Context: an optimization exercise on an open-source flow, tuned for small area, a short achievable clock period and few clock cycles per item. The choices shown serve that exercise and are no tape-out recipe.
Power figures rest on the tool's default switching activity, not on a simulated workload.

==> job 7194: inputs <==
Design gemm_top, start of the top module:
module gemm_top (
    input  logic           clk,
    input  logic           rst,
    input  logic           start,
    input  logic           p_wr_en,
    input  logic [1:0]     p_wr_addr,
    input  logic [31:0]    p_wr_data,
    input  logic           q_wr_en,
    input  logic [1:0]     q_wr_addr,
    input  logic [15:0]    q_wr_data,
    input  logic           r_wr_en,
    input  logic [1:0]     r_wr_addr,
    input  logic [127:0]   r_wr_data,
    input  logic           r_rd_en,
    input  logic [1:0]     r_rd_addr,
    output logic           busy,
    output logic           done,
    output logic [127:0]   c_out,
    output logic           c_valid
);
make LEC_CHECK=0 CAP_MARGIN=20 CORE_MARGIN=2 CORE_UTILIZATION=40 SETUP_SLACK_MARGIN=2.2 SLEW_MARGIN=20 finish   # period 5.0 ns
run.sh (not shown) runs the stock make flow with config.mk's settings and CLKGATE_MAP_FILE= SYNTH_SCRIPT=/design/flow/synth_recipe.tcl, a recipe that flattens the netlist after the stock synthesis.
==> job 3872: changes against job 7194 <==
--- a/flow/design.v
+++ b/flow/design.v
@@ -68,14 +68,26 @@
             else if (q_wr_en && q_wr_addr == 2'(e))
                 q_mem[e] <= q_wr_data;
         end
     end
     logic [1:0] rd_addr;
     assign rd_addr = busy_q ? s1_g : (r_rd_en ? r_rd_addr : 2'd0);
+    logic [7:0]   r_dlt [4];       
+    logic [127:0] rd_raw;
+    logic [7:0]   rd_dlt;
+    logic [127:0] rd_fix;
+    assign rd_raw = r_mem[rd_addr];
+    assign rd_dlt = r_dlt[rd_addr];
+    always_comb begin
+        for (int x = 0; x < 4; x++) begin
+            rd_fix[x*32 +: 14] = rd_raw[x*32 +: 14];
+            rd_fix[x*32+14 +: 18] = rd_raw[x*32+14 +: 18] + {{17{rd_dlt[2*x]}}, rd_dlt[2*x+1] | rd_dlt[2*x]};
+        end
+    end
     always_ff @(posedge clk) begin
-        rd_q <= r_mem[rd_addr];
+        rd_q <= rd_fix;
     end
     logic e000_o0, e000_t0, e000_n0, e000_o1, e000_t1, e000_n1;
     logic e001_o0, e001_t0, e001_n0, e001_o1, e001_t1, e001_n1;
     logic e010_o0, e010_t0, e010_n0, e010_o1, e010_t1, e010_n1;
     logic e011_o0, e011_t0, e011_n0, e011_o1, e011_t1, e011_n1;
     logic e100_o0, e100_t0, e100_n0, e100_o1, e100_t1, e100_n1;
@@ -1055,12 +1067,13 @@
         cs_q[3][12][0] <= s1x3_202;
         cs_q[3][12][1] <= 1'b0;
         cs_q[3][13][0] <= 1'b0;
         cs_q[3][13][1] <= 1'b0;
     end
     logic [127:0] wb_sum;
+    logic [7:0]   wb_dlt;    
     logic s2x0_1, s2x0_2, s2x0_3, s2x0_4, s2x0_5, s2x0_6, s2x0_7, s2x0_8, s2x0_9, s2x0_10, s2x0_11, s2x0_12, s2x0_13, s2x0_14, s2x0_15, s2x0_16, s2x0_17, s2x0_18, s2x0_19, s2x0_20, s2x0_21, s2x0_22, s2x0_23, s2x0_24, s2x0_25, s2x0_26, s2x0_27, s2x0_28, s2x0_29, s2x0_30, s2x0_31, s2x0_32;
     assign s2x0_1 = cs_q[0][0][0] ^ cs_q[0][0][1];
     assign s2x0_2 = cs_q[0][0][0] & cs_q[0][0][1];
     assign s2x0_3 = cs_q[0][1][0] ^ cs_q[0][1][1] ^ rd_q[1];
     assign s2x0_4 = (cs_q[0][1][0] & cs_q[0][1][1]) | (cs_q[0][1][0] & rd_q[1]) | (cs_q[0][1][1] & rd_q[1]);
     assign s2x0_5 = cs_q[0][2][0] ^ cs_q[0][2][1] ^ rd_q[2];
@@ -1089,18 +1102,17 @@
     assign s2x0_28 = (rd_q[11] & s2x0_22) | (rd_q[11] & s2x0_25) | (s2x0_22 & s2x0_25);
     assign s2x0_29 = cs_q[0][12][0] ^ rd_q[12] ^ s2x0_26;
     assign s2x0_30 = (cs_q[0][12][0] & rd_q[12]) | (cs_q[0][12][0] & s2x0_26) | (rd_q[12] & s2x0_26);
     assign s2x0_31 = 1'b1 ^ rd_q[13];
     assign s2x0_32 = 1'b1 & rd_q[13];
     logic [15:0] t0, ra0, rb0;
-    logic [17:0] hi0;
     assign ra0 = {1'b0, s2x0_32, s2x0_31, s2x0_28, s2x0_24, s2x0_21, s2x0_18, s2x0_16, s2x0_14, s2x0_12, s2x0_10, s2x0_8, s2x0_6, s2x0_4, s2x0_2, rd_q[0]};
     assign rb0 = {1'b0, 1'b0, s2x0_30, s2x0_29, s2x0_27, s2x0_23, s2x0_19, s2x0_17, s2x0_15, s2x0_13, s2x0_11, s2x0_9, s2x0_7, s2x0_5, s2x0_3, s2x0_1};
     assign t0 = ra0 + rb0;
-    assign hi0 = t0[15] ? rd_q[14+:18] + 18'd1 : (t0[14] ? rd_q[14+:18] : rd_q[14+:18] - 18'd1);
-    assign wb_sum[0+:32] = {hi0, t0[13:0]};
+    assign wb_sum[0+:32] = {rd_q[14+:18], t0[13:0]};
+    assign wb_dlt[0+:2] = {t0[15], ~t0[15] & ~t0[14]};
     logic s2x1_1, s2x1_2, s2x1_3, s2x1_4, s2x1_5, s2x1_6, s2x1_7, s2x1_8, s2x1_9, s2x1_10, s2x1_11, s2x1_12, s2x1_13, s2x1_14, s2x1_15, s2x1_16, s2x1_17, s2x1_18, s2x1_19, s2x1_20, s2x1_21, s2x1_22, s2x1_23, s2x1_24, s2x1_25, s2x1_26, s2x1_27, s2x1_28, s2x1_29, s2x1_30, s2x1_31, s2x1_32;
     assign s2x1_1 = cs_q[1][0][0] ^ cs_q[1][0][1];
     assign s2x1_2 = cs_q[1][0][0] & cs_q[1][0][1];
     assign s2x1_3 = cs_q[1][1][0] ^ cs_q[1][1][1] ^ rd_q[33];
     assign s2x1_4 = (cs_q[1][1][0] & cs_q[1][1][1]) | (cs_q[1][1][0] & rd_q[33]) | (cs_q[1][1][1] & rd_q[33]);
     assign s2x1_5 = cs_q[1][2][0] ^ cs_q[1][2][1] ^ rd_q[34];
@@ -1129,18 +1141,17 @@
     assign s2x1_28 = (rd_q[43] & s2x1_22) | (rd_q[43] & s2x1_25) | (s2x1_22 & s2x1_25);
     assign s2x1_29 = cs_q[1][12][0] ^ rd_q[44] ^ s2x1_26;
     assign s2x1_30 = (cs_q[1][12][0] & rd_q[44]) | (cs_q[1][12][0] & s2x1_26) | (rd_q[44] & s2x1_26);
     assign s2x1_31 = 1'b1 ^ rd_q[45];
     assign s2x1_32 = 1'b1 & rd_q[45];
     logic [15:0] t1, ra1, rb1;
-    logic [17:0] hi1;
     assign ra1 = {1'b0, s2x1_32, s2x1_31, s2x1_28, s2x1_24, s2x1_21, s2x1_18, s2x1_16, s2x1_14, s2x1_12, s2x1_10, s2x1_8, s2x1_6, s2x1_4, s2x1_2, rd_q[32]};
     assign rb1 = {1'b0, 1'b0, s2x1_30, s2x1_29, s2x1_27, s2x1_23, s2x1_19, s2x1_17, s2x1_15, s2x1_13, s2x1_11, s2x1_9, s2x1_7, s2x1_5, s2x1_3, s2x1_1};
     assign t1 = ra1 + rb1;
-    assign hi1 = t1[15] ? rd_q[46+:18] + 18'd1 : (t1[14] ? rd_q[46+:18] : rd_q[46+:18] - 18'd1);
-    assign wb_sum[32+:32] = {hi1, t1[13:0]};
+    assign wb_sum[32+:32] = {rd_q[46+:18], t1[13:0]};
+    assign wb_dlt[2+:2] = {t1[15], ~t1[15] & ~t1[14]};
     logic s2x2_1, s2x2_2, s2x2_3, s2x2_4, s2x2_5, s2x2_6, s2x2_7, s2x2_8, s2x2_9, s2x2_10, s2x2_11, s2x2_12, s2x2_13, s2x2_14, s2x2_15, s2x2_16, s2x2_17, s2x2_18, s2x2_19, s2x2_20, s2x2_21, s2x2_22, s2x2_23, s2x2_24, s2x2_25, s2x2_26, s2x2_27, s2x2_28, s2x2_29, s2x2_30, s2x2_31, s2x2_32;
     assign s2x2_1 = cs_q[2][0][0] ^ cs_q[2][0][1];
     assign s2x2_2 = cs_q[2][0][0] & cs_q[2][0][1];
     assign s2x2_3 = cs_q[2][1][0] ^ cs_q[2][1][1] ^ rd_q[65];
     assign s2x2_4 = (cs_q[2][1][0] & cs_q[2][1][1]) | (cs_q[2][1][0] & rd_q[65]) | (cs_q[2][1][1] & rd_q[65]);
     assign s2x2_5 = cs_q[2][2][0] ^ cs_q[2][2][1] ^ rd_q[66];
@@ -1169,18 +1180,17 @@
     assign s2x2_28 = (rd_q[75] & s2x2_22) | (rd_q[75] & s2x2_25) | (s2x2_22 & s2x2_25);
     assign s2x2_29 = cs_q[2][12][0] ^ rd_q[76] ^ s2x2_26;
     assign s2x2_30 = (cs_q[2][12][0] & rd_q[76]) | (cs_q[2][12][0] & s2x2_26) | (rd_q[76] & s2x2_26);
     assign s2x2_31 = 1'b1 ^ rd_q[77];
     assign s2x2_32 = 1'b1 & rd_q[77];
     logic [15:0] t2, ra2, rb2;
-    logic [17:0] hi2;
     assign ra2 = {1'b0, s2x2_32, s2x2_31, s2x2_28, s2x2_24, s2x2_21, s2x2_18, s2x2_16, s2x2_14, s2x2_12, s2x2_10, s2x2_8, s2x2_6, s2x2_4, s2x2_2, rd_q[64]};
     assign rb2 = {1'b0, 1'b0, s2x2_30, s2x2_29, s2x2_27, s2x2_23, s2x2_19, s2x2_17, s2x2_15, s2x2_13, s2x2_11, s2x2_9, s2x2_7, s2x2_5, s2x2_3, s2x2_1};
     assign t2 = ra2 + rb2;
-    assign hi2 = t2[15] ? rd_q[78+:18] + 18'd1 : (t2[14] ? rd_q[78+:18] : rd_q[78+:18] - 18'd1);
-    assign wb_sum[64+:32] = {hi2, t2[13:0]};
+    assign wb_sum[64+:32] = {rd_q[78+:18], t2[13:0]};
+    assign wb_dlt[4+:2] = {t2[15], ~t2[15] & ~t2[14]};
     logic s2x3_1, s2x3_2, s2x3_3, s2x3_4, s2x3_5, s2x3_6, s2x3_7, s2x3_8, s2x3_9, s2x3_10, s2x3_11, s2x3_12, s2x3_13, s2x3_14, s2x3_15, s2x3_16, s2x3_17, s2x3_18, s2x3_19, s2x3_20, s2x3_21, s2x3_22, s2x3_23, s2x3_24, s2x3_25, s2x3_26, s2x3_27, s2x3_28, s2x3_29, s2x3_30, s2x3_31, s2x3_32;
     assign s2x3_1 = cs_q[3][0][0] ^ cs_q[3][0][1];
     assign s2x3_2 = cs_q[3][0][0] & cs_q[3][0][1];
     assign s2x3_3 = cs_q[3][1][0] ^ cs_q[3][1][1] ^ rd_q[97];
     assign s2x3_4 = (cs_q[3][1][0] & cs_q[3][1][1]) | (cs_q[3][1][0] & rd_q[97]) | (cs_q[3][1][1] & rd_q[97]);
     assign s2x3_5 = cs_q[3][2][0] ^ cs_q[3][2][1] ^ rd_q[98];
@@ -1209,21 +1219,22 @@
     assign s2x3_28 = (rd_q[107] & s2x3_22) | (rd_q[107] & s2x3_25) | (s2x3_22 & s2x3_25);
     assign s2x3_29 = cs_q[3][12][0] ^ rd_q[108] ^ s2x3_26;
     assign s2x3_30 = (cs_q[3][12][0] & rd_q[108]) | (cs_q[3][12][0] & s2x3_26) | (rd_q[108] & s2x3_26);
     assign s2x3_31 = 1'b1 ^ rd_q[109];
     assign s2x3_32 = 1'b1 & rd_q[109];
     logic [15:0] t3, ra3, rb3;
-    logic [17:0] hi3;
     assign ra3 = {1'b0, s2x3_32, s2x3_31, s2x3_28, s2x3_24, s2x3_21, s2x3_18, s2x3_16, s2x3_14, s2x3_12, s2x3_10, s2x3_8, s2x3_6, s2x3_4, s2x3_2, rd_q[96]};
     assign rb3 = {1'b0, 1'b0, s2x3_30, s2x3_29, s2x3_27, s2x3_23, s2x3_19, s2x3_17, s2x3_15, s2x3_13, s2x3_11, s2x3_9, s2x3_7, s2x3_5, s2x3_3, s2x3_1};
     assign t3 = ra3 + rb3;
-    assign hi3 = t3[15] ? rd_q[110+:18] + 18'd1 : (t3[14] ? rd_q[110+:18] : rd_q[110+:18] - 18'd1);
-    assign wb_sum[96+:32] = {hi3, t3[13:0]};
+    assign wb_sum[96+:32] = {rd_q[110+:18], t3[13:0]};
+    assign wb_dlt[6+:2] = {t3[15], ~t3[15] & ~t3[14]};
     logic [127:0] r_wdata;
     assign r_wdata = busy_q ? wb_sum : r_wr_data;
     always_ff @(posedge clk) begin
         for (int e = 0; e < 4; e++) begin
-            if (busy_q ? (wb_e == 2'(e)) : (r_wr_en && r_wr_addr == 2'(e)))
+            if (busy_q ? (wb_e == 2'(e)) : (r_wr_en && r_wr_addr == 2'(e))) begin
                 r_mem[e] <= r_wdata;
+                r_dlt[e] <= busy_q ? wb_dlt : 8'd0;
+            end
         end
     end
 endmodule
Settings changed: SETUP_SLACK_MARGIN 2.2 to default.
==> results.txt <==
| item | job 3872 | job 7194 |
|---|---|---|
| Result of the run | finished clean | finished clean |
| Fraction of power consumed by sequential logic | 29.9% | 22.7% |
| Buffering stage count on the worst path with inverters included | 2 | 1 |
| Met1 Resource Use GR | 29.1% | 32.7% |
| Sequential cell count | 971 | 939 |
| Arithmetic-cell share of the synthesized area counting full adders, half adders and majority gates | 14.5% | 13.7% |
| Data required time of the critical path | 5.64 ns | 5.58 ns |
| Post-CTS setup buffer count | 0 | 320 |
| Count of non-filler cells in the finished layout | 7067 | 7905 |
| Sw Ratio | 39.0% | 41.4% |
| Sequential Power | 12.4 mW | 11.8 mW |
| Via count of the first global-routing pass | 37000 | 43300 |
| Critical Setup Path Class | in -> reg | reg -> reg |
| Floorplan die area | 0.137 mm2 | 0.141 mm2 |
| Diodes inserted | 0 | 5 |
Function was not checked in any run of this note: the RTL went through the layout flow alone.

## port drivers added, routing unchanged
How much do the figures lean on ideal ports? The routed layouts below were timed once more, with nothing changed but the port constraints.
Step 1, drivers: a clkbuf_16 drives clk and a buf_2 each remaining input, both assumed.
Step 2 times the ports against the registers' clock, not the clock port: input delays grow and output delays shrink by t, the midpoint of the rising clock arrivals with the driver on.
Slacks: ideal / step 1 / step 2; pairs: ideal / step 1.
run	shift t [ns]	slack for setup (ns)	worst slew at a driven data input, ns	cell pins on the clock port's net
job 7194	0.797	1.210 / 1.210 / 1.210	0.16	1
job 3872	0.784	0.428 / 0.446 / -0.312	0.14	1
Met with ideal ports but missed after step 2: setup timing in job 3872. For job 3872, which loses most, drivers alone change the setup slack by +0.018 ns; drivers and shift together by -0.740 ns.
